What follows belongs to an exercise in optimizing a design on an open flow for small area; a production flow would make more cautious choices.
Only simulation tests tie the RTL to the original design; equivalence was not proved.
Power figures rest on the tool's default switching activity, not on a simulated workload.

==> flow/design.v <==
module rf_next (
  input  logic q,
  input  logic set,
  input  logic col,
  input  logic hold,
  output logic d
);
  assign d = (q | set) & (col | hold);
endmodule
module rf_aoi3 (
  input  logic a0, s0, a1, s1, a2, s2,
  output logic y_n
);
  assign y_n = !((a0 & s0) | (a1 & s1) | (a2 & s2));
endmodule
module rf_nand2 (
  input  logic a, s,
  output logic y_n
);
  assign y_n = !(a & s);
endmodule
module rf_sel32 (
  input  logic [31:0] a,
  input  logic [31:0] s,
  output logic        y
);
  logic [11:0] p_n;
  for (genvar g = 0; g < 10; g++) begin : g_t
    rf_aoi3 u_t (.a0(a[3*g]), .s0(s[3*g]), .a1(a[3*g+1]), .s1(s[3*g+1]),
                 .a2(a[3*g+2]), .s2(s[3*g+2]), .y_n(p_n[g]));
  end
  rf_nand2 u_t10 (.a(a[30]), .s(s[30]), .y_n(p_n[10]));
  rf_nand2 u_t11 (.a(a[31]), .s(s[31]), .y_n(p_n[11]));
  assign y = !(&p_n);
endmodule
module rf_dec_lo (
  input  logic [1:0] a,
  output logic [3:0] y
);
  for (genvar j = 0; j < 4; j++) begin : g_j
    assign y[j] = (a == 2'(j));
  end
endmodule
module rf_dec_hi (
  input  logic [2:0] a,
  input  logic       en,
  output logic [7:0] y
);
  for (genvar j = 0; j < 8; j++) begin : g_j
    assign y[j] = en && (a == 3'(j));
  end
endmodule
module rf_inv (
  input  logic a,
  output logic y
);
  assign y = !a;
endmodule
module rf_and2_line (
  input  logic a, b,
  output logic y_n,
  output logic y
);
  rf_nand2 u_n (.a(a), .s(b), .y_n(y_n));
  rf_inv   u_i (.a(y_n), .y(y));
endmodule
module regfile_param #(
  parameter int unsigned DATA_W   = 32,
  parameter int unsigned ADDR_W   = 5,
  parameter bit          ZERO_REG = 1'b1,
  parameter bit          BYPASS   = 1'b1,
  parameter bit          READ_REG = 1'b0
) (
  input  logic              clock,
  input  logic              ctrl_reset,
  input  logic              ctrl_writeEnable,
  input  logic [ADDR_W-1:0] ctrl_writeReg,
  input  logic [DATA_W-1:0] data_writeReg,
  input  logic [ADDR_W-1:0] ctrl_readRegA,
  input  logic [ADDR_W-1:0] ctrl_readRegB,
  input  logic              ctrl_clear,
  output logic [DATA_W-1:0] data_readRegA,
  output logic [DATA_W-1:0] data_readRegB,
  output logic              status_busy,
  output logic              status_writeDropped
);
  localparam int unsigned DEPTH = 1 << ADDR_W;
  logic [DATA_W-1:0] r_mem [1:DEPTH-1];
  logic [DATA_W-1:0] w_mem_nxt [1:DEPTH-1];
  logic [ADDR_W-1:0] r_ptr;
  logic              r_dropped;
  logic              w_busy;
  logic              w_wr_en;
  logic [ADDR_W-1:0] w_addr;
  logic              w_go;
  logic [DATA_W-1:0] w_col;
  logic [DEPTH-1:1]  w_set;
  logic [DEPTH-1:1]  w_hold;
  logic              w_hit_a;
  logic              w_hit_b;
  logic [DEPTH-1:0]  w_sel_a;
  logic [DEPTH-1:0]  w_sel_b;
  logic [3:0]        w_wlo, w_alo, w_blo;
  logic [7:0]        w_whi, w_ahi, w_bhi;
  logic [DEPTH-1:1]  w_set_n;
  logic [DEPTH-1:1]  w_hold_n;
  logic [DEPTH-1:1]  w_sel_a_n;
  logic [DEPTH-1:1]  w_sel_b_n;
  logic [DATA_W-1:0] w_col_n;
  logic              w_col_en;
  assign w_busy = |r_ptr;
  always_ff @(posedge clock) begin
    if (ctrl_reset) begin
      r_ptr <= '0;
    end else if (w_busy) begin
      r_ptr <= r_ptr + ADDR_W'(1);
    end else begin
      r_ptr <= {{(ADDR_W-1){1'b0}}, ctrl_clear};
    end
  end
  always_ff @(posedge clock) begin
    r_dropped <= !ctrl_reset && ctrl_writeEnable && w_busy;
  end
  assign w_wr_en = ctrl_writeEnable && !w_busy && !ctrl_reset && (ctrl_writeReg != '0);
  assign w_addr = w_busy ? r_ptr : ctrl_writeReg;
  assign w_go   = w_busy || ctrl_writeEnable;
  assign w_col_en = !(w_busy || ctrl_reset);
  for (genvar b = 0; b < DATA_W; b++) begin : g_col
    rf_and2_line u_col (.a(data_writeReg[b]), .b(w_col_en), .y_n(w_col_n[b]), .y(w_col[b]));
  end
  rf_dec_lo u_wdec_lo (.a(w_addr[1:0]), .y(w_wlo));
  rf_dec_hi u_wdec_hi (.a(w_addr[4:2]), .en(w_go), .y(w_whi));
  for (genvar k = 1; k < DEPTH; k++) begin : g_row
    rf_and2_line u_set  (.a(w_wlo[k%4]), .b(w_whi[k/4]), .y_n(w_set_n[k]), .y(w_set[k]));
    rf_and2_line u_hold (.a(w_set_n[k]), .b(!ctrl_reset), .y_n(w_hold_n[k]), .y(w_hold[k]));
    for (genvar b = 0; b < DATA_W; b++) begin : g_b
      rf_next u_nxt (
        .q(r_mem[k][b]), .set(w_set[k]), .col(w_col[b]), .hold(w_hold[k]), .d(w_mem_nxt[k][b])
      );
    end
    always_ff @(posedge clock) begin
      r_mem[k] <= w_mem_nxt[k];
    end
  end
  assign w_hit_a = w_wr_en && (ctrl_readRegA == ctrl_writeReg);
  assign w_hit_b = w_wr_en && (ctrl_readRegB == ctrl_writeReg);
  assign w_sel_a[0] = w_hit_a;
  assign w_sel_b[0] = w_hit_b;
  rf_dec_lo u_adec_lo (.a(ctrl_readRegA[1:0]), .y(w_alo));
  rf_dec_hi u_adec_hi (.a(ctrl_readRegA[4:2]), .en(!w_hit_a), .y(w_ahi));
  rf_dec_lo u_bdec_lo (.a(ctrl_readRegB[1:0]), .y(w_blo));
  rf_dec_hi u_bdec_hi (.a(ctrl_readRegB[4:2]), .en(!w_hit_b), .y(w_bhi));
  for (genvar k = 1; k < DEPTH; k++) begin : g_sel
    rf_and2_line u_sel_a (.a(w_alo[k%4]), .b(w_ahi[k/4]), .y_n(w_sel_a_n[k]), .y(w_sel_a[k]));
    rf_and2_line u_sel_b (.a(w_blo[k%4]), .b(w_bhi[k/4]), .y_n(w_sel_b_n[k]), .y(w_sel_b[k]));
  end
  for (genvar b = 0; b < DATA_W; b++) begin : g_bit
    logic [DEPTH-1:0] w_col_bits;
    assign w_col_bits[0] = data_writeReg[b];
    for (genvar k = 1; k < DEPTH; k++) begin : g_k
      assign w_col_bits[k] = r_mem[k][b];
    end
    rf_sel32 u_rd_a (.a(w_col_bits), .s(w_sel_a), .y(data_readRegA[b]));
    rf_sel32 u_rd_b (.a(w_col_bits), .s(w_sel_b), .y(data_readRegB[b]));
  end
  assign status_busy         = w_busy;
  assign status_writeDropped = r_dropped;
endmodule
==> flow/config.mk <==
export PLATFORM = sky130hd
export DESIGN_NAME = regfile_param
export DESIGN_NICKNAME = regfile_param
export VERILOG_FILES = /design/flow/design.v
export SDC_FILE = /design/flow/constraint.sdc
export NUM_CORES = 4
export LEC_CHECK = 0
export CAP_MARGIN = 20
export CORE_MARGIN = 2
export CORE_UTILIZATION = 40
export SETUP_SLACK_MARGIN = 0.1
export SLEW_MARGIN = 20
export SYNTH_HIERARCHICAL = 1
export SYNTH_MINIMUM_KEEP_SIZE = 0
==> flow/constraint.sdc <==
create_clock -name core_clock -period 7.0 [get_ports {clock}]
set_input_delay 1.4000 -clock core_clock [delete_from_list [all_inputs] [get_ports {clock}]]
set_output_delay 1.4000 -clock core_clock [all_outputs]
set_load 0.01 [all_outputs]
standard.sh (not shown) runs the stock make flow with config.mk's settings and CLKGATE_MAP_FILE= SYNTH_SCRIPT=/design/flow/synth_recipe.tcl, a recipe that flattens the netlist after the stock synthesis.
==> flow/flow/run.sh <==
#!/bin/bash
# The standard layout (standard.sh, unchanged synthesis, floorplan, power grid
# and tap cells), with two changes passed to ORFS:
#  - clock tree synthesis without dummy loads, built from clkbuf_8 with sink
#    clusters of at most 15 flops within 60 um;
#  - port buffers made with buf_2 instead of the default delay buffer.
# The make output goes to flow_make.log; ORFS writes each step's log under orfs/logs.
set -euo pipefail
bash standard.sh \
  "CTS_ARGS=-sink_clustering_enable -repair_clock_nets -dont_use_dummy_load -buf_list sky130_fd_sc_hd__clkbuf_8 -sink_clustering_size 15 -sink_clustering_max_diameter 60" \
  "BUFFER_PORTS_ARGS=-buffer_cell sky130_fd_sc_hd__buf_2" \
  finish > flow_make.log 2>&1
Next try:
--- a/flow/design.v
+++ b/flow/design.v
@@ -33,38 +33,30 @@
   rf_nand2 u_t11 (.a(a[31]), .s(s[31]), .y_n(p_n[11]));
   assign y = !(&p_n);
 endmodule
 module rf_dec_lo (
   input  logic [1:0] a,
-  output logic [3:0] y
+  output logic [3:0] y_n
 );
   for (genvar j = 0; j < 4; j++) begin : g_j
-    assign y[j] = (a == 2'(j));
+    assign y_n[j] = !(a == 2'(j));
   end
 endmodule
 module rf_dec_hi (
   input  logic [2:0] a,
   input  logic       en,
-  output logic [7:0] y
+  output logic [7:0] y_n
 );
   for (genvar j = 0; j < 8; j++) begin : g_j
-    assign y[j] = en && (a == 3'(j));
+    assign y_n[j] = !(en && (a == 3'(j)));
   end
 endmodule
-module rf_inv (
-  input  logic a,
+module rf_nor2 (
+  input  logic a, b,
   output logic y
 );
-  assign y = !a;
-endmodule
-module rf_and2_line (
-  input  logic a, b,
-  output logic y_n,
-  output logic y
-);
-  rf_nand2 u_n (.a(a), .s(b), .y_n(y_n));
-  rf_inv   u_i (.a(y_n), .y(y));
+  assign y = !(a || b);
 endmodule
 module regfile_param #(
   parameter int unsigned DATA_W   = 32,
   parameter int unsigned ADDR_W   = 5,
   parameter bit          ZERO_REG = 1'b1,
@@ -98,18 +90,12 @@
   logic [DEPTH-1:1]  w_hold;
   logic              w_hit_a;
   logic              w_hit_b;
   logic [DEPTH-1:0]  w_sel_a;
   logic [DEPTH-1:0]  w_sel_b;
-  logic [3:0]        w_wlo, w_alo, w_blo;
-  logic [7:0]        w_whi, w_ahi, w_bhi;
-  logic [DEPTH-1:1]  w_set_n;
-  logic [DEPTH-1:1]  w_hold_n;
-  logic [DEPTH-1:1]  w_sel_a_n;
-  logic [DEPTH-1:1]  w_sel_b_n;
-  logic [DATA_W-1:0] w_col_n;
-  logic              w_col_en;
+  logic [3:0]        w_wlo_n, w_alo_n, w_blo_n;
+  logic [7:0]        w_whi_n, w_ahi_n, w_bhi_n;
   assign w_busy = |r_ptr;
   always_ff @(posedge clock) begin
     if (ctrl_reset) begin
       r_ptr <= '0;
     end else if (w_busy) begin
@@ -122,19 +108,16 @@
     r_dropped <= !ctrl_reset && ctrl_writeEnable && w_busy;
   end
   assign w_wr_en = ctrl_writeEnable && !w_busy && !ctrl_reset && (ctrl_writeReg != '0);
   assign w_addr = w_busy ? r_ptr : ctrl_writeReg;
   assign w_go   = w_busy || ctrl_writeEnable;
-  assign w_col_en = !(w_busy || ctrl_reset);
-  for (genvar b = 0; b < DATA_W; b++) begin : g_col
-    rf_and2_line u_col (.a(data_writeReg[b]), .b(w_col_en), .y_n(w_col_n[b]), .y(w_col[b]));
-  end
-  rf_dec_lo u_wdec_lo (.a(w_addr[1:0]), .y(w_wlo));
-  rf_dec_hi u_wdec_hi (.a(w_addr[4:2]), .en(w_go), .y(w_whi));
+  assign w_col  = data_writeReg & {DATA_W{!(w_busy || ctrl_reset)}};
+  rf_dec_lo u_wdec_lo (.a(w_addr[1:0]), .y_n(w_wlo_n));
+  rf_dec_hi u_wdec_hi (.a(w_addr[4:2]), .en(w_go), .y_n(w_whi_n));
   for (genvar k = 1; k < DEPTH; k++) begin : g_row
-    rf_and2_line u_set  (.a(w_wlo[k%4]), .b(w_whi[k/4]), .y_n(w_set_n[k]), .y(w_set[k]));
-    rf_and2_line u_hold (.a(w_set_n[k]), .b(!ctrl_reset), .y_n(w_hold_n[k]), .y(w_hold[k]));
+    rf_nor2 u_set  (.a(w_wlo_n[k%4]), .b(w_whi_n[k/4]), .y(w_set[k]));
+    rf_nor2 u_hold (.a(w_set[k]), .b(ctrl_reset), .y(w_hold[k]));
     for (genvar b = 0; b < DATA_W; b++) begin : g_b
       rf_next u_nxt (
         .q(r_mem[k][b]), .set(w_set[k]), .col(w_col[b]), .hold(w_hold[k]), .d(w_mem_nxt[k][b])
       );
     end
@@ -144,17 +127,17 @@
   end
   assign w_hit_a = w_wr_en && (ctrl_readRegA == ctrl_writeReg);
   assign w_hit_b = w_wr_en && (ctrl_readRegB == ctrl_writeReg);
   assign w_sel_a[0] = w_hit_a;
   assign w_sel_b[0] = w_hit_b;
-  rf_dec_lo u_adec_lo (.a(ctrl_readRegA[1:0]), .y(w_alo));
-  rf_dec_hi u_adec_hi (.a(ctrl_readRegA[4:2]), .en(!w_hit_a), .y(w_ahi));
-  rf_dec_lo u_bdec_lo (.a(ctrl_readRegB[1:0]), .y(w_blo));
-  rf_dec_hi u_bdec_hi (.a(ctrl_readRegB[4:2]), .en(!w_hit_b), .y(w_bhi));
+  rf_dec_lo u_adec_lo (.a(ctrl_readRegA[1:0]), .y_n(w_alo_n));
+  rf_dec_hi u_adec_hi (.a(ctrl_readRegA[4:2]), .en(!w_hit_a), .y_n(w_ahi_n));
+  rf_dec_lo u_bdec_lo (.a(ctrl_readRegB[1:0]), .y_n(w_blo_n));
+  rf_dec_hi u_bdec_hi (.a(ctrl_readRegB[4:2]), .en(!w_hit_b), .y_n(w_bhi_n));
   for (genvar k = 1; k < DEPTH; k++) begin : g_sel
-    rf_and2_line u_sel_a (.a(w_alo[k%4]), .b(w_ahi[k/4]), .y_n(w_sel_a_n[k]), .y(w_sel_a[k]));
-    rf_and2_line u_sel_b (.a(w_blo[k%4]), .b(w_bhi[k/4]), .y_n(w_sel_b_n[k]), .y(w_sel_b[k]));
+    rf_nor2 u_sel_a (.a(w_alo_n[k%4]), .b(w_ahi_n[k/4]), .y(w_sel_a[k]));
+    rf_nor2 u_sel_b (.a(w_blo_n[k%4]), .b(w_bhi_n[k/4]), .y(w_sel_b[k]));
   end
   for (genvar b = 0; b < DATA_W; b++) begin : g_bit
     logic [DEPTH-1:0] w_col_bits;
     assign w_col_bits[0] = data_writeReg[b];
     for (genvar k = 1; k < DEPTH; k++) begin : g_k
Result: Worst setup slack gets better by 170 ps; critical path depth is lower by 1; final area is higher by 1.4%; die area is lower by 1.4%; via count is lower by 1.8%; core utilization is higher by 1.4 points; synthesized cell count is lower by 4.5%; sequential power hardly moves; count of clock-buffer cells in the layout is lower by 3; global-route usage is lower by 0.76 points; synthesized area is lower by 1.4%; hold slack gets worse by 4.9 ps; non-clock buffer count is lower by 20.

re-timing with driven ports:
How much do the figures lean on ideal ports? The routed layouts below were timed once more, with nothing changed but the port constraints.
Step 1 sets driving cells, clkbuf_16 on the clock port and buf_2 on the other inputs (assumed; they add their load-dependent delay and slew).
Step 2 adds t to the input delays and takes it off the output delays; t is the mean of the earliest and latest rising clock arrival at the registers after step 1. Input paths then give back, and output paths get back, about the clock's delay inside the block.
Three values: ideal ports, drivers, drivers and shift; two values: the first two.
run | t (ns) | slack for setup (ns) | hold slack, ns
the first run | 0.781 | 0.101 / 0.080 / 0.080 | 0.503 / 0.503 / 0.503
the second run | 0.798 | 0.267 / 0.245 / 0.245 | 0.498 / 0.498 / 0.498
After both steps every run listed still meets setup and hold. For the second run, which loses most, drivers alone change the setup slack by -0.022 ns; drivers and shift together by -0.022 ns.
